From an optimization exercise on the open Yosys and OpenROAD flow, aimed at small area, a short achievable clock period and few clock cycles per item; shortcuts taken in it are not production practice.
At most, simulation tests tie the RTL to the original design; equivalence was not proved.
Function not checked in run 6: the RTL went through the layout flow alone.
Power is estimated from default activity; no workload was simulated. No driver is modelled on the clock port, so clocking that relies on it looks cheaper here than on a real chip.

File: flow/run.sh
#!/bin/bash
# Own layout flow: the standard ORFS flow (standard.sh), unchanged
# synthesis, with extra ORFS make variables, one per line, from
# flow/knobs.txt (timing-repair target, clock-tree clustering, port buffer
# cell). ORFS keeps each tool's log under orfs/logs; make's own output goes
# to run_standard.log in this folder.
set -euo pipefail
mapfile -t KNOBS < <(grep -v '^#' flow/knobs.txt | grep -v '^[[:space:]]*$')
bash standard.sh "${KNOBS[@]}" finish > run_standard.log 2>&1
File: constraint.sdc
create_clock -name core_clock -period 9.0 [get_ports {clk}]
set_input_delay 1.8000 -clock core_clock [delete_from_list [all_inputs] [get_ports {clk}]]
set_output_delay 1.8000 -clock core_clock [all_outputs]
set_load 0.01 [all_outputs]
File: flow/knobs.txt
SETUP_SLACK_MARGIN=6.20
CTS_CLUSTER_SIZE=30
CTS_CLUSTER_DIAMETER=80
BUFFER_PORTS_ARGS=-buffer_cell sky130_fd_sc_hd__buf_2
CTS_ARGS=-sink_clustering_enable -repair_clock_nets -sink_clustering_size 30 -sink_clustering_max_diameter 80 -dont_use_dummy_load
File: standard.sh
#!/bin/bash
# synth_recipe.tcl (not shown) runs the flow's synth.tcl, then flattens the netlist and writes it again
# the make line also repeats each setting of config.mk as NAME=value (left out here)
make -C /OpenROAD-flow-scripts/flow DESIGN_CONFIG=/design/flow/config.mk WORK_HOME=/design/flow/orfs CLKGATE_MAP_FILE= SYNTH_SCRIPT=/design/flow/synth_recipe.tcl "${@:-finish}"
File: config.mk
export PLATFORM = sky130hd
export DESIGN_NAME = fc_layer_mac
export DESIGN_NICKNAME = fc_layer_mac
export VERILOG_FILES = /design/flow/design.v
export SDC_FILE = /design/flow/constraint.sdc
export NUM_CORES = 4
export LEC_CHECK = 0
export CAP_MARGIN = 20
export CORE_MARGIN = 2
export CORE_UTILIZATION = 60
export SLEW_MARGIN = 20
File: design.v
module fc_layer_mac #(
    parameter int IN_DIM      = 256,
    parameter int OUT_DIM     = 32,
    parameter int IN_W        = 8,
    parameter int W_W         = 8,
    parameter int ACC_W       = 32,
    parameter int OUT_SHIFT   = 7,
    parameter int BIAS_LSHIFT = 7,
    parameter int RELU        = 1,
    parameter int OUT_W       = 8,
    parameter int WA_W        = $clog2(IN_DIM * OUT_DIM),
    parameter int BA_W        = (OUT_DIM > 1) ? $clog2(OUT_DIM) : 1
) (
    input  logic                    clk,
    input  logic                    rst_n,
    input  logic                    in_valid,
    output logic                    in_ready,
    input  logic signed [IN_W-1:0]  in_data,
    output logic [WA_W-1:0]         w_addr,
    input  logic signed [W_W-1:0]   w_q,
    output logic [BA_W-1:0]         b_addr,
    input  logic signed [W_W-1:0]   b_q,
    output logic                    out_valid,
    input  logic                    out_ready,
    output logic signed [OUT_W-1:0] out_data,
    output logic [BA_W-1:0]         out_idx,
    output logic                    out_last,
    output logic                    busy
);
    localparam int CNT_W = $clog2(IN_DIM);
    localparam int SW    = 23;    
    localparam logic [CNT_W-1:0] LAST_I = CNT_W'(IN_DIM - 1);
    localparam logic [BA_W-1:0]  LAST_O = BA_W'(OUT_DIM - 1);
    logic [BA_W-1:0]  oa;         
    logic [BA_W-1:0]  ob;         
    logic [BA_W-1:0]  q;          
    logic [CNT_W-1:0] ia;         
    logic [CNT_W-1:0] ia_o;       
    logic             in_rdy;
    logic             in_rdy_o;   
    logic             z;          
    logic [3:0]             bd_one;    
    logic [3:0]             bd_two;
    logic [3:0]             bd_neg;
    logic                   pact_m;    
    logic signed [W_W-1:0]  w_r;
    logic [17:0]            ps;        
    logic [17:0]            pc;        
    logic [SW-1:0]          ring [OUT_DIM];
    logic             vec_fin;    
    logic [BA_W-1:0]  ext_idx;    
    logic             tap_match;  
    logic [1:0]       owed;       
    logic             busy_q;
    logic             ov_q;
    logic             ov_o;       
    logic [OUT_W-1:0] od_q;       
    logic [OUT_W-1:0] od_o;       
    logic [BA_W-1:0]  oi_o;       
    logic             ol_o;
    logic             busy_o;     
    logic in_fire;
    logic out_fire;
    logic take;
    logic [BA_W-1:0]  tap_nxt;
    logic [OUT_W-1:0] res;
    assign in_fire  = in_valid & in_rdy;
    assign out_fire = out_ready & ov_q;
    logic [CNT_W-1:0] ia_nxt;
    logic             in_rdy_nxt;
    assign ia_nxt     = ia + CNT_W'(q == '0 && pact_m);
    assign in_rdy_nxt = (q == BA_W'(1)) & ~vec_fin;
    logic vec_fin_nxt;
    always_comb begin
        vec_fin_nxt = vec_fin;
        if (in_fire && ia == LAST_I) begin
            vec_fin_nxt = 1'b1;
        end else if (take && ext_idx == LAST_O) begin
            vec_fin_nxt = 1'b0;
        end
    end
    always_ff @(posedge clk) begin
        oa       <= q;
        ob       <= q + BA_W'(1);
        ia_o     <= ia_nxt;
        in_rdy_o <= in_rdy_nxt;
    end
    always_ff @(posedge clk or negedge rst_n) begin
        if (!rst_n) begin
            q       <= LAST_O;
            ia      <= '0;
            in_rdy  <= 1'b0;
            z       <= 1'b0;
            pact_m  <= 1'b0;
            vec_fin <= 1'b0;
        end else begin
            q      <= q + BA_W'(1);
            in_rdy <= in_rdy_nxt;
            z      <= (ia_nxt == '0) & ~vec_fin_nxt;
            ia     <= ia_nxt;
            if (q == BA_W'(2)) begin
                pact_m <= in_fire;
            end
            vec_fin <= vec_fin_nxt;
        end
    end
    always_ff @(posedge clk) begin
        if (q == BA_W'(2)) begin
            for (int k = 0; k < 4; k++) begin
                bd_one[k] <= in_fire & (in_data[2*k] ^ ((k == 0) ? 1'b0 : in_data[2*k-1]));
                bd_two[k] <= in_fire & ((in_data[2*k+1] & ~in_data[2*k] & ~((k == 0) ? 1'b0 : in_data[2*k-1]))
                           | (~in_data[2*k+1] & in_data[2*k] & ((k == 0) ? 1'b0 : in_data[2*k-1])));
                bd_neg[k] <= in_fire & in_data[2*k+1] & ~(in_data[2*k] & ((k == 0) ? 1'b0 : in_data[2*k-1]));
            end
        end
    end
    function automatic logic [9:0] brow(input logic one, input logic two,
                                        input logic neg, input logic act,
                                        input logic signed [7:0] w);
        logic [9:0] m;
        m = one ? {{2{w[7]}}, w} : two ? {w[7], w, 1'b0} : 10'd0;
        m = m ^ {10{neg}};
        brow = {~m[9] & act, m[8:0]};
    endfunction
    logic [9:0] r0, r1, r2, r3;
    assign r0 = brow(bd_one[0], bd_two[0], bd_neg[0], pact_m, w_r);
    assign r1 = brow(bd_one[1], bd_two[1], bd_neg[1], pact_m, w_r);
    assign r2 = brow(bd_one[2], bd_two[2], bd_neg[2], pact_m, w_r);
    assign r3 = brow(bd_one[3], bd_two[3], bd_neg[3], pact_m, w_r);
    logic [17:0] x0, x1, x2, x3, s1, c1, s2, c2, s3, c3;
    assign x0 = {8'd0, r0};
    assign x1 = {6'd0, r1, 1'b0, bd_neg[0]};
    assign x2 = {4'd0, r2, 1'b0, bd_neg[1], 2'd0};
    assign x3 = {2'd0, r3, 1'b0, bd_neg[2], 4'd0};
    assign s1 = x0 ^ x1 ^ x2;
    assign c1 = {(x0[16:0] & x1[16:0]) | (x0[16:0] & x2[16:0]) | (x1[16:0] & x2[16:0]), 1'b0};
    assign s2 = s1 ^ c1 ^ x3;
    assign c2 = {(s1[16:0] & c1[16:0]) | (s1[16:0] & x3[16:0]) | (c1[16:0] & x3[16:0]), 1'b0};
    assign s3 = {s2[17:7] ^ c2[17:7], s2[6] ^ c2[6] ^ bd_neg[3], s2[5:0]};
    assign c3 = {(s2[16:7] & c2[16:7]),
                 (s2[6] & c2[6]) | (s2[6] & bd_neg[3]) | (c2[6] & bd_neg[3]),
                 1'b0, c2[5:0]};
    always_ff @(posedge clk) begin
        w_r <= w_q;
        ps  <= s3;
        pc  <= c3;
    end
    always_ff @(posedge clk) begin
        ring[0] <= ring[OUT_DIM-1] + SW'(ps) + SW'(pc);
        for (int k = 1; k < OUT_DIM; k++) begin
            if (k != OUT_DIM - 3) begin
                ring[k] <= ring[k-1];
            end
        end
        if (z) begin
            ring[OUT_DIM-3] <= {8'd43, ~b_q[W_W-1], b_q[W_W-2:0], {BIAS_LSHIFT{1'b0}}};
        end else begin
            ring[OUT_DIM-3] <= ring[OUT_DIM-4];
        end
    end
    always_comb begin
        if (ring[0][SW-1]) begin
            res = {1'b0, {(OUT_W-1){1'b1}}};
        end else if (&ring[0][SW-2:OUT_SHIFT+OUT_W-1]) begin
            res = {1'b0, ring[0][OUT_SHIFT+OUT_W-2:OUT_SHIFT]};
        end else begin
            res = '0;
        end
    end
    assign take = vec_fin & tap_match & (~ov_q | out_ready);
    always_ff @(posedge clk) begin
        ov_o <= take | (ov_q & ~out_ready);
    end
    assign tap_nxt = q - 5'd4;
    always_ff @(posedge clk or negedge rst_n) begin
        if (!rst_n) begin
            ext_idx   <= '0;
            tap_match <= 1'b0;
            ov_q      <= 1'b0;
            owed      <= 2'd0;
            busy_q    <= 1'b0;
        end else begin
            if (take) begin
                ext_idx <= ext_idx + BA_W'(1);
            end
            tap_match <= take | (tap_nxt == ext_idx);
            if (take) begin
                ov_q <= 1'b1;
            end else if (out_ready) begin
                ov_q <= 1'b0;
            end
            owed   <= owed_nxt;
            busy_q <= busy_nxt;
        end
    end
    logic [1:0] owed_nxt;
    logic       busy_nxt;
    always_comb begin
        owed_nxt = owed;
        busy_nxt = busy_q;
        case ({in_fire & (ia == LAST_I), out_fire & (ext_idx == '0)})
            2'b10: begin owed_nxt = owed + 2'd1; busy_nxt = 1'b1; end
            2'b01: begin owed_nxt = owed - 2'd1; busy_nxt = (owed != 2'd1); end
            default: ;
        endcase
    end
    always_ff @(posedge clk) begin
        if (take) begin
            od_q <= ~res;
        end
    end
    always_ff @(posedge clk) begin
        od_o   <= take ? res : ~od_q;
        oi_o   <= take ? ext_idx : ext_idx - BA_W'(1);
        ol_o   <= take ? (ext_idx == LAST_O) : (ext_idx == '0);
        busy_o <= busy_nxt;
    end
    assign in_ready  = in_rdy_o;
    assign w_addr    = {oa, ia_o};
    assign b_addr    = ob;
    assign out_valid = ov_o;
    assign out_data  = od_o;
    assign out_idx   = oi_o;
    assign out_last  = ol_o;
    assign busy      = busy_o;
endmodule
==> key figures, run 1 <==
Run status
  • Status: no timing/DRC/antenna violations

Detailed routing
  • WL final: 26.2 mm
  • Iteration-0 DRC Markers: about 250
  • Remaining DRCs: 0
  • Wire per inst: 13.9 um
  • Antenna viol nets, final: 0
  • Vias: 8566
  • Vias per cell: 4.55
  • DRT Pass-1 Iters: 4

Synth
  • Synthesized instance count: 1351
  • Mean post-synth cell area: 15.6 um2
  • Top FF cell, synth: dfxtp_1
  • Total number of yosys warnings: 2
  • Area of the mapped netlist: 0.0211 mm2
  • Synth unique cells: 59
  • Number of synthesized register bits: 852
  • Number of synthesized flops with an enable pin: 19
  • Seq/Total Area, Yosys: 82.4%
  • Top cells by area, synth: dfxtp_1 (76%), ha_1 (3.1%), edfxtp_1 (2.7%)
  • Fraction of registers with async set or reset after synthesis: 3.17%
  • Cell taking the most area after synthesis: dfxtp_1
  • Post-synth top area share: between 70% and 80%
  • Syn Nets: 1460

Final layout
  • Synth-to-Final Area Change: 9.04%
  • Commonest non-fill, non-tap cell in the layout: dfxtp_1
  • Ant. Diodes: 0
  • Nets: between 1500 and 2000
  • Most frequent cells in the layout: dfxtp_1 (780), nand2_1 (71), ha_1 (53), xnor2_1 (46), buf_2 (37)
  • Share of cells above drive strength 1: 11.5%
  • Non-filler cells, final: around 1900
  • Fill count: 2448

Min path
  • Hold Path Stages: 0
  • Worst hold path type: flip-flop to flip-flop

Critical path
  • Kind of critical path: flip-flop to output pin
  • Critical path cell sequence: buf_6
  • Crit-path max FO: 1
  • Startpoint Class: flip-flop
  • WP data arrival: 1.00 ns
  • Stages on worst setup path: 1
  • FF-to-FF path depth: 7
  • Worst EP required: 7.20 ns
  • Critical path endpoint category: output pin
  • Worst Path Buf+Inv: 1
  • Crit path max-delay family: flip-flops
  • CP max stage delay: ~0.36 ns
  • Slowest cell on the critical path: dfxtp_2

Placed design
  • Final HPWL from detailed placement: between 15 and 20 mm
  • GPL Wtd Cong: around 0.8
  • Port Buf Inserts: 61
  • Placed Instances: 1843

STA
  • Hold slack: 0.298 ns
  • Final-report hold violation count: 0
  • Clock Skew: slightly above 0.04 ns
  • Min Clock Period, post-route: 2.80 ns
  • Setup_tns: 0 ns
  • Setup violators final: 0
  • Final-report max-slew violation count: 0
  • Fmax: 357 MHz
  • Worst Tran Pin Value: 0.663 ns
  • Final period util: 31.1%
  • RSZ-0062 raised after global routing: yes
  • Worst slew margin: 55.7%

Clock network
  • Max clock buf depth: 3
  • Skew-Pair Late Insertion Delay: about 0.53 ns
  • Cts bufs inserted: 35
  • # H-tree levels: 2
  • CTS root buf: clkbuf_16
  • CTS clk-pin slew, worst paths: 0.10 ns
  • Clk sink count: 852
  • CTS tree: built

Pwr
  • Max rail drop VDD: 0.249 mV
  • P per Cell Area: 325 mW/mm2
  • Pleak: 9.73 nW

GRT
  • Vias in the first global route: 8372
  • Initial antenna violation count: 0
  • GR Overflow Total: 0
  • Largest net degree at the start of global routing: 31
  • GRT Total Usage: 14.6%
  • First-pass GRT wire length: 42.3 mm

Floorplan
  • Die area: 0.0367 mm2
  • Starting Density: roughly 61%
  • Row count: 68
  • Die Y: 192 um
  • Core ar.: 0.0346 mm2
  • I/O Pins: 63
  • Die Wd: between 150 and 200 um

Run
  • Max Cap Viol: 0
==> final timing paths <==
check	from	end	slack, ns
setup / recovery	od_o[0]$_DFF_P_	out_data[0]	6.20
hold / removal	ring[24][12]$_DFF_P_	ring[25][12]$_DFF_P_	0.30
setup reg to reg	bd_one[2]$_DFFE_PN_	ps[6]$_DFF_P_	6.32
hold reg to reg	ring[24][12]$_DFF_P_	ring[25][12]$_DFF_P_	0.30
max in group asynchronous	rst_n	ext_idx[4]$_DFFE_PN0P_	7.30
min in group asynchronous	rst_n	ia[3]$_DFF_PN0_	1.27
==> power breakdown <==
part / total (mW) / internal, mW / switching [mW]
clock: 1.70 / 0.704 / 0.998
combinational: 0.636 / 0.275 / 0.361
sequential: 5.15 / 4.87 / 0.275
==> sequential cells by signal, summed over array words and instances, names as in the netlist, 2 cells and up <==
signal / count
bd_neg: 4
bd_one: 4
bd_two: 4
ext_idx: 5
ia: 8
ia_o: 8
oa: 5
ob: 5
od_o: 7
od_q: 7
oi_o: 5
owed: 2
pc: 12
ps: 16
q: 5
ring: 736
w_r: 8
==> cell type report <==
type	count	area [um2]	area share (%)
clock buffer	35	876	3.80
sequential	852	17400	75.7
multi-input combinational	436	3510	15.2
inverter	38	148	0.641
tap	455	569	2.47
timing repair buffer	67	500	2.17
==> Yosys cell counts, types with 2 or more instances <==
master    instances
dfxtp_1         806
nand2_1          72
ha_1             53
xnor2_1          46
inv_1            36
a21oi_1          31
xor2_1           30
fa_1             28
o21ai_0          27
nor2_1           25
dfrtp_1          22
edfxtp_1         19
clkbuf_1         18
nor2b_1          17
and3_1           10
mux2i_1           9
a22oi_1           8
o21ai_1           8
a21o_1            7
mux2_2            7
nand3_1           6
nand4_1           6
or2_2             6
dfstp_2           5
buf_2             3
clkbuf_2          3
nor3_1            3
nor3b_1           3
a211oi_2          2
a31oi_1           2
and2_1            2
o211ai_1          2
o211ai_2          2
or3_1             2
==> metrics by stage <==
step                setup slack [ns]  util (%)  instance area [um2]  power (mW)
detailed placement              5.83      63.3                21900        5.87
floorplan                       6.17         -                21100        5.60
global placement                5.86      63.3                21900        5.85
finish                          6.20      66.5                23000        7.48
CTS                             6.18      66.0                22900        7.58
global route                    6.16      66.5                23000        7.87
==> what timing repair did <==
| action | 4_1_cts | 5_1_grt |
|---|---|---|
| gates resized for setup | 17 | 38 |
| endpoints found under the setup margin | 30 | 38 |
| buffers inserted | 2 | 3 |
| hold buffers | 0 | 0 |
==> cells by family (layout without fill, tap and decap cells) <==
family	after synthesis	count (layout)	share of synthesized area [%]
buffers and inverters	63	140	1.18
flip-flops	852	852	82.4
XOR/XNOR	76	76	3.15
AND/OR/NAND/NOR	163	163	3.80
adder cells (fa/ha/maj)	81	81	5.80
AO/OA/AOI/OAI	98	98	2.83
other	1	1	0.0178
multiplexers	17	17	0.853
==> per-layer routing <==
metal | global-route usage (%) | part of all wire [%] | up-vias
met3 | 2.96 | 3.9 | 41
met5 | 0 | 0 | -
met2 | 21.5 | 41 | 107
met4 | 3.96 | 2.0 | 0
met1 | 22.0 | 53 | 3982
li1 | - | - | 4436
Testbench counts, summed over its fixed seeds: cycles 262,968, vectors 32.
==> run 2: changes to the inputs <==
==> flow/knobs.txt (replaced) <==
SETUP_SLACK_MARGIN=6.20
CTS_CLUSTER_SIZE=35
CTS_CLUSTER_DIAMETER=70
BUFFER_PORTS_ARGS=-buffer_cell sky130_fd_sc_hd__buf_2
CTS_ARGS=-sink_clustering_enable -repair_clock_nets -sink_clustering_size 35 -sink_clustering_max_diameter 70 -dont_use_dummy_load
==> key figures, run 2 <==
Critical path
  • Worst Path Buf+Inv: 1 (unchanged)
  • Critical path cell sequence: buf_6
  • WP data arrival: 1.00 ns (about the same)
  • Critical path endpoint category: output pin
  • Crit path max-delay family: flip-flops
  • Slowest cell on the critical path: dfxtp_2
  • Startpoint Class: flip-flop
  • CP startpoint: od_o[0]$_DFF_P_
  • Worst R2R Start: ps[2]$_DFF_P_
  • CP max stage delay: 0.37 ns (about the same)
  • R2r setup slk: 6.34 ns (+0.02 ns)
  • Kind of critical path: flip-flop to output pin
  • Worst EP required: 7.20 ns (about the same)
  • Crit-path max FO: 1 (unchanged)

STA
  • Final period util: 31.1% (about the same)
  • RSZ-0062 raised after global routing: yes
  • Clock Skew: 0.0668 ns (+0.0260 ns)
  • Setup violators final: 0 (unchanged)
  • Worst Tran Pin Value: 0.667 ns (+0.00425 ns)
  • Hold slack: 0.267 ns (-0.0316 ns)
  • Worst slew margin: 55.4% (-0.28 points)
  • Setup_tns: 0 ns (unchanged)
  • Fmax: 357 MHz (about the same)
  • Min Clock Period, post-route: 2.80 ns (-0.00173 ns)
  • Final-report hold violation count: 0 (unchanged)
  • Worst setup margin: 6.20 ns (+0.00173 ns)
  • Final-report max-slew violation count: 0 (unchanged)

Detailed routing
  • WL final: 26.1 mm (-0.50%)
  • Iteration-0 DRC Markers: 264 (+4.3%)
  • Vias: 8586 (+0.23%)
  • Antenna viol nets, final: 0 (unchanged)
  • Wire per inst: 13.8 um (-0.55%)
  • Vias per cell: 4.56 (+0.18%)
  • Remaining DRCs: 0 (unchanged)
  • DRT Pass-1 Iters: 4 (unchanged)

Min path
  • Hold path startpoint: ring[24][12]$_DFF_P_
  • Worst hold path type: flip-flop to flip-flop

Clock network
  • CTS tree: built
  • # H-tree levels: 2 (unchanged)
  • CTS clk-pin slew, worst paths: 0.11 ns (about the same)
  • Skew-Pair Late Insertion Delay: 0.54 ns (about the same)
  • Cts bufs inserted: 34 (-2.9%)
  • Max clock buf depth: 3 (unchanged)
  • Clk sink count: 852 (unchanged)
  • CTS root buf: clkbuf_16

Floorplan
  • Die area: 0.0367 mm2 (unchanged)
  • Starting Density: 61.0% (unchanged)
  • Die Y: 192 um (unchanged)
  • Die Wd: 192 um (unchanged)
  • Core ar.: 0.0346 mm2 (unchanged)
  • Row count: 68 (unchanged)
  • I/O Pins: 63 (unchanged)

Placed design
  • Final HPWL from detailed placement: 16.5 mm (unchanged)
  • DP Area: 0.0219 mm2 (unchanged)
  • Port Buf Inserts: 61 (unchanged)
  • GPL Wtd Cong: 0.782 (unchanged)
  • Pre-CTS WS: 5.83 ns (unchanged)
  • Placed Instances: 1843 (unchanged)

Final layout
  • Nets: 1540 (+0.065%)
  • Synth-to-Final Area Change: 8.41%
  • Commonest non-fill, non-tap cell in the layout: dfxtp_1
  • Largest reg by FF count: ring
  • Design area: 0.0229 mm2 (-0.58%)
  • Fin util: 66.1% (-0.38 points)
  • Ant. Diodes: 0 (unchanged)
  • Registers with the most flip-flops: ring: 736 flops, ps: 16 flops, pc: 12 flops
  • Share of cells above drive strength 1: 10.3% (-1.2 points)
  • Most frequent cells in the layout: dfxtp_1 (798), nand2_1 (71), ha_1 (53), buf_2 (53), xnor2_1 (46)
  • Largest register FFs: 736 (unchanged)
  • Non-filler cells, final: 1884 (+0.053%)

Pwr
  • Internal: 5.83 mW (-0.34%)
  • Clk network pwr share: 22.4% (-0.3 points)
  • Total power: 7.45 mW (-0.41%)
  • Switch share: 21.8% (-0.057 points)
  • Max rail drop VDD: 0.245 mV (-1.7%)
  • P per Cell Area: 326 mW/mm2 (+0.17%)
  • Pleak: 9.70 nW (-0.28%)
  • Logic pwr share: 8.6% (about the same)
  • Sw power: 1.62 mW (-0.67%)
  • Sequential power share: 69.0% (+0.2 points)

Synth
  • Top FF cell, synth: dfxtp_1
  • Area of the mapped netlist: 0.0211 mm2 (unchanged)
  • Number of synthesized flops with an enable pin: 19 (unchanged)
  • Fraction of registers with async set or reset after synthesis: 3.17% (unchanged)
  • Cell taking the most area after synthesis: dfxtp_1
  • Synthesized instance count: 1351 (unchanged)
  • Mean post-synth cell area: 15.6 um2 (unchanged)
  • Commonest cells in the netlist: dfxtp_1 (806), nand2_1 (72), ha_1 (53)
  • Seq/Total Area, Yosys: 82.4% (unchanged)
  • Total number of yosys warnings: 2 (unchanged)
  • Post-synth top area share: 76.4% (unchanged)
  • Number of synthesized register bits: 852 (unchanged)
  • Syn Nets: 1460 (unchanged)
  • Synth unique cells: 59 (unchanged)
  • Top cells by area, synth: dfxtp_1 (76%), ha_1 (3.1%), edfxtp_1 (2.7%)
  • Most common cell in the netlist: dfxtp_1

GRT
  • Vias in the first global route: 8378 (+0.072%)
  • Largest net degree at the start of global routing: 36 (+16%)
  • Initial antenna violation count: 0 (unchanged)
  • GRT Total Usage: 14.6% (about the same)
  • First-pass GRT wire length: 42.3 mm (about the same)
  • GR Overflow Total: 0 (unchanged)

Run
  • Max Cap Viol: 0 (unchanged)

Run status
  • Status: no timing/DRC/antenna violations
-- run 2: power groups by stage --
stage / combinational (mW) / clock (mW) / sequential, mW
final: 0.638 / 1.67 / 5.14
after detailed placement: 0.632 / 0 / 5.24
after global placement: 0.631 / 0 / 5.22
after CTS: 0.645 / 1.74 / 5.17
after global routing: 0.722 / 1.87 / 5.26
after floorplan: 0.497 / 0 / 5.11
-- run 2: worst reg2reg max path, delay by kind of cell, from the launching register on --
family / cells / cell delay [ns]
fa+ha+maj: 2 / 1.03
flops: 1 / 0.31
xor+xnor: 1 / 0.14
buf+inv: 2 / 0.12
compound gates: 5 / 1.03
-- run 2: area by class of cell --
type	count	area, um2
clock buffer	34	851
fill	2459	11700
inverter	38	148
multi-input combinational	436	3510
sequential	852	17400
tap	455	569
timing repair buffer	69	415
-- run 2: final timing paths --
check	to	depth (start not counted)
min reg2reg	ring[25][12]$_DFF_P_	0
max reg2reg	ring[0][21]$_DFF_P_	10
max	out_data[0]	1
min in group asynchronous	ext_idx[2]$_DFFE_PN0P_	1
min	ring[25][12]$_DFF_P_	0
max in group asynchronous	owed[0]$_DFFE_PN0N_	1
-- run 2: layer usage --
metal | global-route usage [%] | wire length (um)
met1 | 22.1 | 13800
met2 | 21.5 | 10800
met3 | 2.80 | 989
met4 | 4.14 | 555
met5 | 0 | 0
-- run 2: kinds of logic after synthesis --
logic type / share of synthesized area, %
xor gates and xnor gates: 3.15
buffers and inverters: 1.18
DFF: 82.4
muxes: 0.853
other: 0.0178
and+or+nand+nor: 3.80
AOI/OAI and AO/OA: 2.83
adders and majority gates: 5.80
-- run 2: what timing repair did --
action                     CTS  global route
resized for setup           12            10
hold buffers                 0             0
pin swaps                    0             0
setup endpoints to repair    9            12
setup buffers                2             5
==> run 3: changes to the inputs <==
--- a/flow/run.sh
+++ b/flow/run.sh
@@ -3,3 +3,4 @@
 # synthesis, with extra ORFS make variables, one per line, from
-# flow/knobs.txt (timing-repair target, clock-tree clustering, port buffer
+# flow/knobs.txt (timing-repair target, clock-tree clustering and options,
+# port buffer
 # cell). ORFS keeps each tool's log under orfs/logs; make's own output goes
==> key figures, run 3 <==
STA
  • Setup violators final: 0 (unchanged)
  • Fmax: 357 MHz (unchanged)
  • Final period util: 31.1% (unchanged)
  • Final-report max-slew violation count: 0 (unchanged)
  • Worst slew margin: 55.4% (unchanged)
  • RSZ-0062 raised after global routing: yes
  • Setup_tns: 0 ns (unchanged)
  • Min Clock Period, post-route: 2.80 ns (unchanged)
  • Worst Tran Pin Value: 0.667 ns (unchanged)
  • Final-report hold violation count: 0 (unchanged)
  • Clock Skew: 0.0668 ns (unchanged)

Min path
  • Worst hold path type: flip-flop to flip-flop

Pwr
  • P per Cell Area: 326 mW/mm2 (unchanged)
  • Internal: 5.83 mW (unchanged)
  • Pleak: 9.70 nW (unchanged)
  • Sw power: 1.62 mW (unchanged)
  • Logic pwr share: 8.6% (about the same)
  • Sequential power share: 69.0% (about the same)
  • Clk network pwr share: 22.4% (about the same)
  • Max rail drop VDD: 0.245 mV (unchanged)
  • Switch share: 21.8% (unchanged)
  • Total power: 7.45 mW (unchanged)

Critical path
  • Critical path cell sequence: buf_6
  • Worst EP required: 7.20 ns (about the same)
  • Crit path max-delay family: flip-flops
  • Slowest cell on the critical path: dfxtp_2
  • Critical path endpoint category: output pin
  • Startpoint Class: flip-flop
  • CP max stage delay: 0.37 ns (about the same)
  • Crit-path max FO: 1 (unchanged)
  • Kind of critical path: flip-flop to output pin
  • WP data arrival: 1.00 ns (about the same)
  • Worst Path Buf+Inv: 1 (unchanged)

Placed design
  • Final HPWL from detailed placement: 16.5 mm (unchanged)
  • Port Buf Inserts: 61 (unchanged)
  • GPL Wtd Cong: 0.782 (unchanged)

Synth
  • Top cells by area, synth: dfxtp_1 (76%), ha_1 (3.1%), edfxtp_1 (2.7%)
  • Most common cell in the netlist: dfxtp_1
  • Seq/Total Area, Yosys: 82.4% (unchanged)
  • Commonest cells in the netlist: dfxtp_1 (806), nand2_1 (72), ha_1 (53)
  • Fraction of registers with async set or reset after synthesis: 3.17% (unchanged)
  • Synth unique cells: 59 (unchanged)
  • Number of synthesized flops with an enable pin: 19 (unchanged)
  • Post-synth top area share: 76.4% (unchanged)
  • Mean post-synth cell area: 15.6 um2 (unchanged)
  • Syn Nets: 1460 (unchanged)
  • Total number of yosys warnings: 2 (unchanged)
  • Area of the mapped netlist: 0.0211 mm2 (unchanged)
  • Cell taking the most area after synthesis: dfxtp_1
  • Number of synthesized register bits: 852 (unchanged)
  • Synthesized instance count: 1351 (unchanged)
  • Top FF cell, synth: dfxtp_1

Run
  • Max Cap Viol: 0 (unchanged)

Clock network
  • Skew-Pair Late Insertion Delay: 0.54 ns (about the same)
  • CTS tree: built
  • Max clock buf depth: 3 (unchanged)
  • Clk sink count: 852 (unchanged)
  • Cts bufs inserted: 34 (unchanged)
  • CTS clk-pin slew, worst paths: 0.11 ns (about the same)
  • Cts hold-fix bufs: 0 (unchanged)
  • CTS root buf: clkbuf_16
  • # H-tree levels: 2 (unchanged)

GRT
  • GR Overflow Total: 0 (unchanged)
  • First-pass GRT wire length: 42.3 mm (unchanged)
  • Largest net degree at the start of global routing: 36 (unchanged)
  • Initial antenna violation count: 0 (unchanged)
  • Vias in the first global route: 8378 (unchanged)
  • GRT Total Usage: 14.6% (unchanged)

Detailed routing
  • Vias per cell: 4.56 (unchanged)
  • Remaining DRCs: 0 (unchanged)
  • DRT Pass-1 Iters: 4 (unchanged)
  • Antenna viol nets, final: 0 (unchanged)
  • Iteration-0 DRC Markers: 264 (unchanged)
  • Wire per inst: 13.8 um (unchanged)
  • Vias: 8586 (unchanged)
  • WL final: 26.1 mm (unchanged)

Final layout
  • Registers with the most flip-flops: ring: 736 flops, ps: 16 flops, pc: 12 flops
  • Commonest non-fill, non-tap cell in the layout: dfxtp_1
  • Largest register FFs: 736 (unchanged)
  • Synth-to-Final Area Change: 8.41% (unchanged)
  • Fill count: 2459 (unchanged)
  • Nets: 1540 (unchanged)
  • Ant. Diodes: 0 (unchanged)
  • Most frequent cells in the layout: dfxtp_1 (798), nand2_1 (71), ha_1 (53), buf_2 (53), xnor2_1 (46)
  • Largest reg by FF count: ring
  • Share of cells above drive strength 1: 10.3% (unchanged)

Run status
  • Status: no timing/DRC/antenna violations

Floorplan
  • Row count: 68 (unchanged)
  • Die Y: 192 um (unchanged)
  • Die Wd: 192 um (unchanged)
  • I/O Pins: 63 (unchanged)
  • Die area: 0.0367 mm2 (unchanged)
  • Core ar.: 0.0346 mm2 (unchanged)
  • Starting Density: 61.0% (unchanged)
-- run 3: cell counts after synthesis --
No cell type changed its count.
-- run 3: cell families after synthesis --
| kind of cell | share of synthesized area, % |
|---|---|
| other | 0.0178 |
| XOR/XNOR | 3.15 |
| flip-flops | 82.4 |
| adder cells (fa/ha/maj) | 5.80 |
| AND/OR/NAND/NOR | 3.80 |
| buffers and inverters | 1.18 |
| AO/OA/AOI/OAI | 2.83 |
| multiplexers | 0.853 |
-- run 3: per-layer routing --
layer	wire length, um	up-vias	part of all wire, %	track usage, %
li1	-	4427	-	-
met5	0	-	0	0
met3	989	37	3.8	2.80
met2	10800	108	41	21.5
met4	555	0	2.1	4.14
met1	13800	4014	53	22.1
-- run 3: per-stage QoR --
| stage | worst slack [ns] | utilization (%) | cell area [um2] | hold slack [ns] | std cells |
|---|---|---|---|---|---|
| after floorplan | 6.17 | - | 21100 | 0.310 | 1351 |
| after global placement | 5.86 | 63.3 | 21900 | 0.310 | 1843 |
| after detailed placement | 5.83 | 63.3 | 21900 | 0.312 | 1843 |
| after CTS | 6.17 | 65.9 | 22800 | 0.266 | 1879 |
| after global routing | 6.15 | 66.1 | 22900 | 0.275 | 1884 |
| final | 6.20 | 66.1 | 22900 | 0.267 | 1884 |
-- run 3: layout make-up --
type	instances	area (um2)	share of cell area (%)
inverters	38	148	0.645
well taps	455	569	2.49
multi-input cells	436	3510	15.3
flip-flops and latches	852	17400	76.0
repair buffers	69	415	1.81
clock buffers	34	851	3.72
-- run 3: power by group through the flow --
| stage | logic, mW | clock network, mW | registers [mW] |
|---|---|---|---|
| 2_1_floorplan | 0.497 | 0 | 5.11 |
| 3_3_place_gp | 0.631 | 0 | 5.22 |
| 3_5_place_dp | 0.632 | 0 | 5.24 |
| 4_1_cts | 0.645 | 1.74 | 5.17 |
| 5_1_grt | 0.722 | 1.87 | 5.26 |
| 6_report | 0.638 | 1.67 | 5.14 |
-- run 3: what timing repair did --
| item | CTS | global route |
|---|---|---|
| endpoints found under the setup margin | 9 | 12 |
| hold endpoints to repair | 0 | 0 |
| buffers inserted | 2 | 5 |
| resized for setup | 12 | 10 |
-- run 3: worst paths after layout --
path | from | end | slack, ns | cells after the start
max in group asynchronous | rst_n | owed[0]$_DFFE_PN0N_ | 7.25 | 1
min in group asynchronous | rst_n | ext_idx[2]$_DFFE_PN0P_ | 1.28 | 1
worst max-delay path | od_o[0]$_DFF_P_ | out_data[0] | 6.20 | 1
worst min-delay path | ring[24][12]$_DFF_P_ | ring[25][12]$_DFF_P_ | 0.27 | 0
worst max register to register | ps[2]$_DFF_P_ | ring[0][21]$_DFF_P_ | 6.34 | 10
worst min register to register | ring[24][12]$_DFF_P_ | ring[25][12]$_DFF_P_ | 0.27 | 0
==> run 4: changes to the inputs <==
==> flow/knobs.txt (replaced) <==
SETUP_SLACK_MARGIN=6.20
CTS_CLUSTER_SIZE=35
CTS_CLUSTER_DIAMETER=70
BUFFER_PORTS_ARGS=-buffer_cell sky130_fd_sc_hd__buf_2
CTS_ARGS=-sink_clustering_enable -repair_clock_nets -sink_clustering_size 35 -sink_clustering_max_diameter 70 -dont_use_dummy_load -sink_clustering_levels 2
==> key figures, run 4 <==
Run status
  • Status: no timing/DRC/antenna violations

Synth
  • Area of the mapped netlist: 0.0211 mm2 (unchanged)
  • Xor/xnor cell area share of the yosys netlist: 3.15% (unchanged)
  • Synthesized instance count: 1351 (unchanged)
  • Mux contribution to synthesized area: 0.853% (unchanged)
  • Commonest cells in the netlist: dfxtp_1 (806), nand2_1 (72), ha_1 (53)
  • Largest family of logic cells by synthesized area: adder cells
  • Cell taking the most area after synthesis: dfxtp_1
  • Simple-gate share of the synthesized area: 3.80% (unchanged)
  • Top cells by area, synth: dfxtp_1 (76%), ha_1 (3.1%), edfxtp_1 (2.7%)
  • Fraction of registers with async set or reset after synthesis: 3.17% (unchanged)
  • Post-synth top area share: 76.4% (unchanged)
  • Compound-Gate Fraction of Synth Area: 2.83% (unchanged)
  • Syn Nets: 1460 (unchanged)
  • Seq/Total Area, Yosys: 82.4% (unchanged)
  • Mean post-synth cell area: 15.6 um2 (unchanged)
  • Synth unique cells: 59 (unchanged)
  • Total number of yosys warnings: 2 (unchanged)
  • Most common cell in the netlist: dfxtp_1
  • Number of synthesized register bits: 852 (unchanged)
  • Top FF cell, synth: dfxtp_1
  • Adder-cell area share of the yosys netlist: 5.80% (unchanged)
  • Number of synthesized flops with an enable pin: 19 (unchanged)

Clock network
  • CTS clk-pin slew, worst paths: 0.11 ns (about the same)
  • CTS tree: built
  • Cts bufs inserted: 34 (unchanged)
  • Max clock buf depth: 3 (unchanged)
  • # H-tree levels: 2 (unchanged)
  • CTS root buf: clkbuf_16
  • Cts hold-fix bufs: 0 (unchanged)
  • Clk sink count: 852 (unchanged)
  • Skew-Pair Late Insertion Delay: 0.54 ns (about the same)

STA
  • RSZ-0062 raised after global routing: yes
  • Fmax: 357 MHz (unchanged)
  • Min Clock Period, post-route: 2.80 ns (unchanged)
  • Worst setup margin: 6.20 ns (unchanged)
  • Final-report max-slew violation count: 0 (unchanged)
  • Clock Skew: 0.0668 ns (unchanged)
  • Setup_tns: 0 ns (unchanged)
  • Final period util: 31.1% (unchanged)
  • Worst slew margin: 55.4% (unchanged)
  • Final-report hold violation count: 0 (unchanged)
  • Setup violators final: 0 (unchanged)
  • Worst Tran Pin Value: 0.667 ns (unchanged)

Run
  • Max Cap Viol: 0 (unchanged)

Floorplan
  • Row count: 68 (unchanged)
  • Core ar.: 0.0346 mm2 (unchanged)
  • I/O Pins: 63 (unchanged)
  • Die Y: 192 um (unchanged)
  • Starting Density: 61.0% (unchanged)
  • Die area: 0.0367 mm2 (unchanged)
  • Die Wd: 192 um (unchanged)

Final layout
  • Most frequent cells in the layout: dfxtp_1 (798), nand2_1 (71), ha_1 (53), buf_2 (53), xnor2_1 (46)
  • Ant. Diodes: 0 (unchanged)
  • Commonest non-fill, non-tap cell in the layout: dfxtp_1
  • Largest register FFs: 736 (unchanged)
  • Share of cells above drive strength 1: 10.3% (unchanged)
  • Largest reg by FF count: ring
  • Synth-to-Final Area Change: 8.41% (unchanged)
  • Fin util: 66.1% (unchanged)
  • Nets: 1540 (unchanged)
  • Registers with the most flip-flops: ring: 736 flops, ps: 16 flops, pc: 12 flops

Critical path
  • Slowest cell on the critical path: dfxtp_2
  • Critical path endpoint category: output pin
  • Crit path max-delay family: flip-flops
  • Kind of critical path: flip-flop to output pin
  • R2r setup slk: 6.34 ns (about the same)
  • CP max stage delay: 0.37 ns (about the same)
  • Critical path cell sequence: buf_6
  • Worst EP required: 7.20 ns (about the same)
  • Startpoint Class: flip-flop
  • Worst Path Buf+Inv: 1 (unchanged)
  • Crit-path max FO: 1 (unchanged)
  • WP data arrival: 1.00 ns (about the same)

Placed design
  • Final HPWL from detailed placement: 16.5 mm (unchanged)
  • Pre-CTS WS: 5.83 ns (unchanged)
  • GPL Wtd Cong: 0.782 (unchanged)
  • Port Buf Inserts: 61 (unchanged)

Min path
  • Worst hold path type: flip-flop to flip-flop

Detailed routing
  • Wire per inst: 13.8 um (unchanged)
  • Vias: 8586 (unchanged)
  • WL final: 26.1 mm (unchanged)
  • Remaining DRCs: 0 (unchanged)
  • DRT Pass-1 Iters: 4 (unchanged)
  • Vias per cell: 4.56 (unchanged)
  • Antenna viol nets, final: 0 (unchanged)
  • Iteration-0 DRC Markers: 264 (unchanged)

GRT
  • GR Overflow Total: 0 (unchanged)
  • Initial antenna violation count: 0 (unchanged)
  • GRT Total Usage: 14.6% (unchanged)
  • Vias in the first global route: 8378 (unchanged)
  • Largest net degree at the start of global routing: 36 (unchanged)
  • First-pass GRT wire length: 42.3 mm (unchanged)

Pwr
  • P per Cell Area: 326 mW/mm2 (unchanged)
  • Pleak: 9.70 nW (unchanged)
  • Max rail drop VDD: 0.245 mV (unchanged)
  • Sw power: 1.62 mW (unchanged)
  • Internal: 5.83 mW (unchanged)
  • Sequential power share: 69.0% (about the same)
  • Switch share: 21.8% (unchanged)
  • Clk network pwr share: 22.4% (about the same)
  • Logic pwr share: 8.6% (about the same)
[run 4: cell counts after synthesis]
Identical to the previous run, type by type.
[run 4: cells by family after synthesis]
kind of cell             count (synthesis)
flip-flops                             852
AND/OR/NAND/NOR                        163
AO/OA/AOI/OAI                           98
adder cells (fa/ha/maj)                 81
XOR/XNOR                                76
buffers and inverters                   63
multiplexers                            17
other                                    1
[run 4: worst reg2reg max path, cell delays in order, from the launching register on]
cell	delay, ns
dfxtp_1	0.31
inv_1	0.05
fa_1	0.53
inv_1	0.07
fa_1	0.50
a211oi_2	0.28
o21ai_2	0.15
o211ai_2	0.24
a21boi_2	0.12
o2111ai_2	0.24
xnor2_1	0.14
[run 4: routing by layer]
metal | GRT usage [%] | wire length [um] | vias up
li1 | - | - | 4427
met1 | 22.1 | 13800 | 4014
met2 | 21.5 | 10800 | 108
met3 | 2.80 | 989 | 37
met4 | 4.14 | 555 | 0
met5 | 0 | 0 | -
[run 4: power by group through the flow]
stage / clock [mW] / combinational (mW) / sequential, mW
after CTS: 1.74 / 0.645 / 5.17
after global routing: 1.87 / 0.722 / 5.26
after floorplan: 0 / 0.497 / 5.11
final: 1.67 / 0.638 / 5.14
after detailed placement: 0 / 0.632 / 5.24
after global placement: 0 / 0.631 / 5.22
[run 4: cell type report]
| class | count | area (um2) |
|---|---|---|
| flip-flops and latches | 852 | 17400 |
| fillers | 2459 | 11700 |
| repair buffers | 69 | 415 |
| multi-input cells | 436 | 3510 |
| clock buffers | 34 | 851 |
| well taps | 455 | 569 |
| inverters | 38 | 148 |
[run 4: per-stage QoR]
| stage | power, mW | area, um2 | cells | hold slack [ns] |
|---|---|---|---|---|
| 2_1_floorplan | 5.60 | 21100 | 1351 | 0.310 |
| 3_3_place_gp | 5.85 | 21900 | 1843 | 0.310 |
| 3_5_place_dp | 5.87 | 21900 | 1843 | 0.312 |
| 4_1_cts | 7.56 | 22800 | 1879 | 0.266 |
| 5_1_grt | 7.85 | 22900 | 1884 | 0.275 |
| 6_report | 7.45 | 22900 | 1884 | 0.267 |
[run 4: path summary, 6_finish.rpt]
check,startpoint,endpoint,depth (start not counted)
hold reg to reg,ring[24][12]$_DFF_P_,ring[25][12]$_DFF_P_,0
setup reg to reg,ps[2]$_DFF_P_,ring[0][21]$_DFF_P_,10
hold / removal,ring[24][12]$_DFF_P_,ring[25][12]$_DFF_P_,0
max in group asynchronous,rst_n,owed[0]$_DFFE_PN0N_,1
setup / recovery,od_o[0]$_DFF_P_,out_data[0],1
min in group asynchronous,rst_n,ext_idx[2]$_DFFE_PN0P_,1
[run 4: timing repair]
item / 4_1_cts / 5_1_grt
gates resized for setup: 12 / 10
endpoints found under the setup margin: 9 / 12
setup buffers: 2 / 5
==> run 5: changes to the inputs <==
==> flow/knobs.txt (replaced) <==
SETUP_SLACK_MARGIN=6.20
CTS_CLUSTER_SIZE=35
CTS_CLUSTER_DIAMETER=70
BUFFER_PORTS_ARGS=-buffer_cell sky130_fd_sc_hd__buf_2
CTS_ARGS=-sink_clustering_enable -repair_clock_nets -sink_clustering_size 35 -sink_clustering_max_diameter 70 -dont_use_dummy_load -balance_levels
==> key figures, run 5 <==
Run status
  • Status: no timing/DRC/antenna violations

GRT
  • First-pass GRT wire length: 42.3 mm (unchanged)
  • Largest net degree at the start of global routing: 36 (unchanged)
  • Vias in the first global route: 8378 (unchanged)
  • GR Overflow Total: 0 (unchanged)
  • Initial antenna violation count: 0 (unchanged)
  • GRT Total Usage: 14.6% (unchanged)

Clock network
  • Clk sink count: 852 (unchanged)
  • Max clock buf depth: 3 (unchanged)
  • Skew-Pair Late Insertion Delay: 0.54 ns (about the same)
  • Cts hold-fix bufs: 0 (unchanged)
  • Cts bufs inserted: 34 (unchanged)
  • CTS tree: built
  • CTS clk-pin slew, worst paths: 0.11 ns (about the same)
  • # H-tree levels: 2 (unchanged)
  • CTS root buf: clkbuf_16

Synth
  • Synth unique cells: 59 (unchanged)
  • Area of the mapped netlist: 0.0211 mm2 (unchanged)
  • Mean post-synth cell area: 15.6 um2 (unchanged)
  • Fraction of registers with async set or reset after synthesis: 3.17% (unchanged)
  • Most common cell in the netlist: dfxtp_1
  • Number of synthesized register bits: 852 (unchanged)
  • Syn Nets: 1460 (unchanged)
  • Number of synthesized flops with an enable pin: 19 (unchanged)
  • Synthesized instance count: 1351 (unchanged)
  • Top FF cell, synth: dfxtp_1
  • Top cells by area, synth: dfxtp_1 (76%), ha_1 (3.1%), edfxtp_1 (2.7%)
  • Seq/Total Area, Yosys: 82.4% (unchanged)
  • Commonest cells in the netlist: dfxtp_1 (806), nand2_1 (72), ha_1 (53)
  • Cell taking the most area after synthesis: dfxtp_1
  • Total number of yosys warnings: 2 (unchanged)
  • Post-synth top area share: 76.4% (unchanged)

Final layout
  • Ant. Diodes: 0 (unchanged)
  • Largest register FFs: 736 (unchanged)
  • Non-filler cells, final: 1884 (unchanged)
  • Commonest non-fill, non-tap cell in the layout: dfxtp_1
  • Fin util: 66.1% (unchanged)
  • Largest reg by FF count: ring
  • Share of cells above drive strength 1: 10.3% (unchanged)
  • Most frequent cells in the layout: dfxtp_1 (798), nand2_1 (71), ha_1 (53), buf_2 (53), xnor2_1 (46)
  • Registers with the most flip-flops: ring: 736 flops, ps: 16 flops, pc: 12 flops
  • Nets: 1540 (unchanged)
  • Synth-to-Final Area Change: 8.41% (unchanged)

Floorplan
  • Row count: 68 (unchanged)
  • Die area: 0.0367 mm2 (unchanged)
  • Starting Density: 61.0% (unchanged)
  • Core ar.: 0.0346 mm2 (unchanged)
  • Die Y: 192 um (unchanged)
  • Die Wd: 192 um (unchanged)
  • I/O Pins: 63 (unchanged)

Critical path
  • Critical path cell sequence: buf_6
  • Worst EP required: 7.20 ns (about the same)
  • R2r setup slk: 6.34 ns (about the same)
  • Startpoint Class: flip-flop
  • CP max stage delay: 0.37 ns (about the same)
  • Critical path endpoint category: output pin
  • Crit path max-delay family: flip-flops
  • WP data arrival: 1.00 ns (about the same)
  • Worst Path Buf+Inv: 1 (unchanged)
  • Slowest cell on the critical path: dfxtp_2
  • Kind of critical path: flip-flop to output pin
  • Crit-path max FO: 1 (unchanged)

Detailed routing
  • Antenna viol nets, final: 0 (unchanged)
  • WL final: 26.1 mm (unchanged)
  • Iteration-0 DRC Markers: 264 (unchanged)
  • Met3 WL: 989 um (unchanged)
  • Highest metal layer with signal wires: met4
  • DRT Pass-1 Iters: 4 (unchanged)
  • Wire per inst: 13.8 um (unchanged)
  • Met2 routed WL: 10.8 mm (unchanged)
  • Vias: 8586 (unchanged)
  • Vias per cell: 4.56 (unchanged)
  • Remaining DRCs: 0 (unchanged)
  • Met1 Wirelength: 13.8 mm (unchanged)

Pwr
  • Sequential power share: 69.0% (about the same)
  • Internal: 5.83 mW (unchanged)
  • Total power: 7.45 mW (unchanged)
  • Switch share: 21.8% (unchanged)
  • P per Cell Area: 326 mW/mm2 (unchanged)
  • Sw power: 1.62 mW (unchanged)
  • Pleak: 9.70 nW (unchanged)
  • Logic pwr share: 8.6% (about the same)
  • Clk network pwr share: 22.4% (about the same)
  • Max rail drop VDD: 0.245 mV (unchanged)

Placed design
  • Port Buf Inserts: 61 (unchanged)
  • Final HPWL from detailed placement: 16.5 mm (unchanged)
  • GPL Wtd Cong: 0.782 (unchanged)
  • Placed Instances: 1843 (unchanged)

STA
  • Worst Tran Pin Value: 0.667 ns (unchanged)
  • Clock Skew: 0.0668 ns (unchanged)
  • Min Clock Period, post-route: 2.80 ns (unchanged)
  • Worst slew margin: 55.4% (unchanged)
  • Final-report max-slew violation count: 0 (unchanged)
  • Final-report hold violation count: 0 (unchanged)
  • Fmax: 357 MHz (unchanged)
  • Setup violators final: 0 (unchanged)
  • RSZ-0062 raised after global routing: yes
  • Final period util: 31.1% (unchanged)
  • Setup_tns: 0 ns (unchanged)

Min path
  • Worst hold path type: flip-flop to flip-flop

Run
  • Max Cap Viol: 0 (unchanged)
==> run 5: final timing paths <==
path                                          end  cells after the start                 start
setup / recovery                      out_data[0]                      1       od_o[0]$_DFF_P_
max in group asynchronous     owed[0]$_DFFE_PN0N_                      1                 rst_n
hold reg to reg              ring[25][12]$_DFF_P_                      0  ring[24][12]$_DFF_P_
hold / removal               ring[25][12]$_DFF_P_                      0  ring[24][12]$_DFF_P_
min in group asynchronous  ext_idx[2]$_DFFE_PN0P_                      1                 rst_n
setup reg to reg              ring[0][21]$_DFF_P_                     10         ps[2]$_DFF_P_
==> run 5: what timing repair did <==
| action | CTS | global route |
|---|---|---|
| endpoints found under the setup margin | 9 | 12 |
| buffers inserted | 2 | 5 |
| gates resized for setup | 12 | 10 |
==> run 5: cells by family after synthesis <==
group / after synthesis / synth area share [%]
flip-flops: 852 / 82.4
AND/OR/NAND/NOR: 163 / 3.80
AO/OA/AOI/OAI: 98 / 2.83
adder cells (fa/ha/maj): 81 / 5.80
XOR/XNOR: 76 / 3.15
buffers and inverters: 63 / 1.18
multiplexers: 17 / 0.853
other: 1 / 0.0178
==> run 5: final cells by class <==
class	instances	area, um2
Multi-Input combinational cell	436	3510
Fill cell	2459	11700
Timing Repair Buffer	69	415
Tap cell	455	569
Inverter	38	148
Clock buffer	34	851
Sequential cell	852	17400
==> run 5: power groups by stage <==
stage	Sequential, mW	Clock (mW)	Combinational, mW
floorplan	5.11	0	0.497
global placement	5.22	0	0.631
detailed placement	5.24	0	0.632
CTS	5.17	1.74	0.645
global route	5.26	1.87	0.722
finish	5.14	1.67	0.638
==> run 5: per-layer routing <==
layer / vias to the layer above / global-route usage [%]
met3: 37 / 2.80
met5: - / 0
met1: 4014 / 22.1
met2: 108 / 21.5
li1: 4427 / -
met4: 0 / 4.14
==> run 5: metrics by stage <==
step | hold WS [ns] | setup slack, ns | area, um2
3_5_place_dp | 0.312 | 5.83 | 21900
2_1_floorplan | 0.310 | 6.17 | 21100
3_3_place_gp | 0.310 | 5.86 | 21900
6_report | 0.267 | 6.20 | 22900
4_1_cts | 0.266 | 6.17 | 22800
5_1_grt | 0.275 | 6.15 | 22900
==> run 6: changes to the inputs <==
--- a/design.v
+++ b/design.v
@@ -34,3 +34,2 @@
     logic [BA_W-1:0]  oa;         
-    logic [BA_W-1:0]  ob;         
     logic [BA_W-1:0]  q;          
@@ -83,3 +82,2 @@
         oa       <= q;
-        ob       <= q + BA_W'(1);
         ia_o     <= ia_nxt;
@@ -89,3 +87,3 @@
         if (!rst_n) begin
-            q       <= LAST_O;
+            q       <= '0;
             ia      <= '0;
@@ -98,3 +96,3 @@
             in_rdy <= in_rdy_nxt;
-            z      <= (ia_nxt == '0) & ~vec_fin_nxt;
+            z      <= (ia == '0) & ~vec_fin;
             ia     <= ia_nxt;
@@ -150,3 +148,3 @@
         for (int k = 1; k < OUT_DIM; k++) begin
-            if (k != OUT_DIM - 3) begin
+            if (k != OUT_DIM - 2) begin
                 ring[k] <= ring[k-1];
@@ -155,5 +153,5 @@
         if (z) begin
-            ring[OUT_DIM-3] <= {8'd43, ~b_q[W_W-1], b_q[W_W-2:0], {BIAS_LSHIFT{1'b0}}};
-        end else begin
-            ring[OUT_DIM-3] <= ring[OUT_DIM-4];
+            ring[OUT_DIM-2] <= {8'd43, ~b_q[W_W-1], b_q[W_W-2:0], {BIAS_LSHIFT{1'b0}}};
+        end else begin
+            ring[OUT_DIM-2] <= ring[OUT_DIM-3];
         end
@@ -219,3 +217,3 @@
     assign w_addr    = {oa, ia_o};
-    assign b_addr    = ob;
+    assign b_addr    = oa;
     assign out_valid = ov_o;
==> flow/knobs.txt (replaced) <==
SETUP_SLACK_MARGIN=6.20
CTS_CLUSTER_SIZE=35
CTS_CLUSTER_DIAMETER=70
BUFFER_PORTS_ARGS=-buffer_cell sky130_fd_sc_hd__buf_2
CTS_ARGS=-sink_clustering_enable -repair_clock_nets -sink_clustering_size 35 -sink_clustering_max_diameter 70 -dont_use_dummy_load
==> key figures, run 6 <==
Final layout
  • Largest register FFs: 736 (unchanged)
  • Area of all sequential standard cells: 0.0173 mm2 (-0.56%)
  • Share of cells above drive strength 1: 9.94% (-0.35 points)
  • Design area: 0.0230 mm2 (+0.32%)
  • Largest reg by FF count: ring
  • Nets: 1559 (+1.2%)
  • Registers with the most flip-flops: ring: 736 flops, ps: 16 flops, pc: 12 flops
  • Fill count: 2477 (+0.73%)
  • Synth-to-Final Area Change: 7.99%
  • Multi-input gate area: 0.00371 mm2 (+5.7%)
  • Most frequent cells in the layout: dfxtp_1 (787), nand2_1 (76), buf_2 (53), ha_1 (51), xnor2_1 (50)
  • Commonest non-fill, non-tap cell in the layout: dfxtp_1

GRT
  • Initial antenna violation count: 0 (unchanged)
  • GRT Total Usage: 15.2% (+0.66 points)
  • Largest net degree at the start of global routing: 36 (unchanged)
  • GR Overflow Total: 0 (unchanged)
  • First-pass GRT wire length: 44.3 mm (+4.8%)
  • Vias in the first global route: 8709 (+4.0%)

Synth
  • Commonest cells in the netlist: dfxtp_1 (801), nand2_1 (76), ha_1 (52)
  • Most common cell in the netlist: dfxtp_1
  • Synthesized instance count: 1388 (+2.7%)
  • Mean post-synth cell area: 15.3 um2 (-2.0%)
  • Total number of yosys warnings: 2 (unchanged)
  • Seq/Total Area, Yosys: 81.3% (-1.1 points)
  • Number of synthesized register bits: 847 (-0.59%)
  • Number of synthesized flops with an enable pin: 19 (unchanged)
  • Synth unique cells: 61 (+3.4%)
  • Top cells by area, synth: dfxtp_1 (75%), dfrtp_1 (3.2%), ha_1 (3.1%)
  • Area of the mapped netlist: 0.0213 mm2 (+0.71%)
  • Post-synth top area share: 75.4% (-1.0 points)
  • Syn Nets: 1496 (+2.5%)
  • Cell taking the most area after synthesis: dfxtp_1
  • Top FF cell, synth: dfxtp_1
  • Fraction of registers with async set or reset after synthesis: 3.19% (+0.019 points)

Detailed routing
  • Remaining DRCs: 0 (unchanged)
  • Vias per cell: 4.70 (+3.1%)
  • Wire per inst: 14.3 um (+3.3%)
  • DRT Pass-1 Iters: 4 (unchanged)
  • Iteration-0 DRC Markers: 320 (+21%)
  • Antenna viol nets, final: 0 (unchanged)
  • Vias: 8951 (+4.3%)
  • WL final: 27.3 mm (+4.5%)

Clock network
  • # H-tree levels: 2 (unchanged)
  • Max clock buf depth: 3 (unchanged)
  • Clk sink count: 847 (-0.59%)
  • CTS root buf: clkbuf_16
  • Cts bufs inserted: 34 (unchanged)
  • Skew-Pair Late Insertion Delay: 0.55 ns (about the same)
  • Cts hold-fix bufs: 0 (unchanged)
  • CTS tree: built
  • CTS clk-pin slew, worst paths: 0.11 ns (about the same)

Pwr
  • Max rail drop VDD: 0.275 mV (+12%)
  • Clk network pwr share: 21.9% (-0.5 points)
  • Pleak: 9.66 nW (-0.44%)
  • Logic pwr share: 10.4% (+1.8 points)
  • Internal: 5.87 mW (+0.67%)
  • Sequential power share: 67.6% (-1.4 points)
  • Sw power: 1.73 mW (+6.8%)
  • P per Cell Area: 331 mW/mm2 (+1.7%)
  • Switch share: 22.8% (+1.0 points)

Critical path
  • Kind of critical path: flip-flop to output pin
  • Slowest cell on the critical path: dfxtp_2
  • Worst Path Buf+Inv: 1 (unchanged)
  • Startpoint Class: flip-flop
  • Critical path endpoint category: output pin
  • WP data arrival: 1.00 ns (about the same)
  • Crit-path max FO: 1 (unchanged)
  • Crit path max-delay family: flip-flops
  • Worst EP required: 7.20 ns (about the same)
  • Critical path cell sequence: buf_6
  • CP max stage delay: 0.34 ns (-0.03 ns)

Placed design
  • Port Buf Inserts: 61 (unchanged)
  • Final HPWL from detailed placement: 17.3 mm (+4.7%)
  • DP Area: 0.0220 mm2 (+0.35%)
  • GPL Wtd Cong: 0.807 (+3.1%)

STA
  • Final-report max-slew violation count: 0 (unchanged)
  • Worst Tran Pin Value: 0.765 ns (+0.0976 ns)
  • Fmax: 357 MHz (-0.16%)
  • Setup_tns: 0 ns (unchanged)
  • Final period util: 31.1% (+0.049 points)
  • Min Clock Period, post-route: 2.80 ns (+0.00437 ns)
  • RSZ-0062 raised after global routing: yes
  • Worst slew margin: 49.0% (-6.3 points)
  • Clock Skew: 0.0784 ns (+0.0116 ns)
  • Final-report hold violation count: 0 (unchanged)
  • Setup violators final: 0 (unchanged)

Floorplan
  • Starting Density: 61.2% (+0.28 points)
  • Die area: 0.0370 mm2 (+0.69%)
  • Die Y: 192 um (+0.34%)
  • I/O Pins: 63 (unchanged)
  • Core ar.: 0.0347 mm2 (+0.25%)
  • Die Wd: 192 um (+0.34%)
  • Row count: 68 (unchanged)

Run status
  • Status: no timing/DRC/antenna violations

Min path
  • Worst hold path type: flip-flop to flip-flop

Run
  • Max Cap Viol: 0 (unchanged)
## run 6: cell count changes in the layout (fill, tap and decap cells not counted), sizes merged, moves of 4 or more
| cell | before | now |
|---|---|---|
| xor2 | 30 | 24 |
| nand3 | 8 | 14 |
| nand2 | 72 | 76 |
| dfstp | 5 | 0 |
| dfrtp | 22 | 27 |
| a21oi | 32 | 27 |
| nand4 | 6 | 14 |
| dfxtp | 806 | 801 |
| nor2 | 25 | 21 |
| buf | 69 | 64 |
| xnor2 | 46 | 50 |
## run 6: power groups by stage
stage / logic [mW] / clock network [mW] / registers (mW)
after global placement: 0.767 / 0 / 5.21
after floorplan: 0.596 / 0 / 5.10
after detailed placement: 0.766 / 0 / 5.23
after CTS: 0.792 / 1.73 / 5.17
after global routing: 0.895 / 1.85 / 5.25
final: 0.794 / 1.67 / 5.14
## run 6: worst paths after layout
kind	startpoint	endpoint	slack, ns	cells past startpoint
setup / recovery	od_o[5]$_DFF_P_	out_data[5]	6.20	1
hold / removal	ring[21][11]$_DFF_P_	ring[22][11]$_DFF_P_	0.26	0
setup reg to reg	bd_one[0]$_DFFE_PN_	ps[6]$_DFF_P_	6.27	7
hold reg to reg	ring[21][11]$_DFF_P_	ring[22][11]$_DFF_P_	0.26	0
max in group asynchronous	rst_n	z$_DFF_PN0_	7.27	1
min in group asynchronous	rst_n	ext_idx[2]$_DFFE_PN0P_	1.26	1
## run 6: area by class of cell
| cell class | count | area share [%] |
|---|---|---|
| flip-flops and latches | 847 | 75.4 |
| multi-input cells | 464 | 16.1 |
| inverters | 40 | 0.665 |
| repair buffers | 64 | 1.65 |
| diodes | 1 | 0.0109 |
| well taps | 455 | 2.48 |
| clock buffers | 34 | 3.71 |
## run 6: stage by stage
stage / instances / total power [mW] / hold slack, ns / utilization (%) / worst slack (ns)
3_3_place_gp: 1867 / 5.98 / 0.310 / 63.3 / 5.81
6_report: 1905 / 7.60 / 0.261 / 66.1 / 6.20
3_5_place_dp: 1867 / 6.00 / 0.312 / 63.3 / 5.73
4_1_cts: 1901 / 7.69 / 0.255 / 65.9 / 6.16
2_1_floorplan: 1388 / 5.69 / 0.310 / - / 6.20
5_1_grt: 1904 / 8.00 / 0.258 / 66.1 / 6.15
## run 6: routing by layer
metal / global-route usage (%) / vias up / routed length (um)
met5: 0 / - / 0
met4: 4.61 / 0 / 659
met3: 2.54 / 48 / 976
met2: 23.0 / 123 / 11400
met1: 22.7 / 4219 / 14200
li1: - / 4561 / -
## run 6: cells by family (layout without fill, tap and decap cells)
| family | count (synthesis) | after routing | synth area share, % |
|---|---|---|---|
| flip-flops | 847 | 847 | 81.3 |
| AND/OR/NAND/NOR | 183 | 183 | 4.25 |
| AO/OA/AOI/OAI | 107 | 107 | 3.23 |
| adder cells (fa/ha/maj) | 80 | 80 | 5.70 |
| buffers and inverters | 77 | 138 | 1.52 |
| XOR/XNOR | 74 | 74 | 3.05 |
| multiplexers | 19 | 19 | 0.948 |
| other | 1 | 2 | 0.0176 |
## run 6: repair_timing
item / CTS / global route
buffers inserted: 0 / 3
endpoints found under the hold margin: 0 / 0
gates resized for setup: 12 / 19
pin swaps: 0 / 1
endpoints found under the setup margin: 10 / 26

afterwards: timing with drivers on the ports:
The results above use ideal ports. As a check the final layouts listed here were re-extracted and re-timed, cells and wires unchanged.
Step 1, drivers: a clkbuf_16 drives clk and a buf_2 each remaining input, both assumed.
Step 2 adds t to the input delays and takes it off the output delays; t is the mean of the earliest and latest rising clock arrival at the registers after step 1. Input paths then give back, and output paths get back, about the clock's delay inside the block.
Slacks: ideal ports / drivers / drivers and shift; pairs: ideal ports / drivers.
| run | t (ns) | setup WS [ns] | clock arrival spread, ns | worst slew at a driven data input, ns | pins driven straight from the clock port |
|---|---|---|---|---|---|
| run 1 | 0.572 | 6.199 / 6.144 / 5.836 | 0.045 / 0.045 | 0.04 | 1 |
| run 2 | 0.568 | 6.201 / 6.145 / 5.780 | 0.067 / 0.067 | 0.04 | 1 |
| run 3 | 0.568 | 6.201 / 6.145 / 5.780 | 0.067 / 0.067 | 0.04 | 1 |
| run 4 | 0.568 | 6.201 / 6.145 / 5.780 | 0.067 / 0.067 | 0.04 | 1 |
| run 5 | 0.568 | 6.201 / 6.145 / 5.780 | 0.067 / 0.067 | 0.04 | 1 |
| run 6 | 0.570 | 6.197 / 6.141 / 5.808 | 0.078 / 0.078 | 0.05 | 1 |
After both steps every run listed still meets setup and hold.
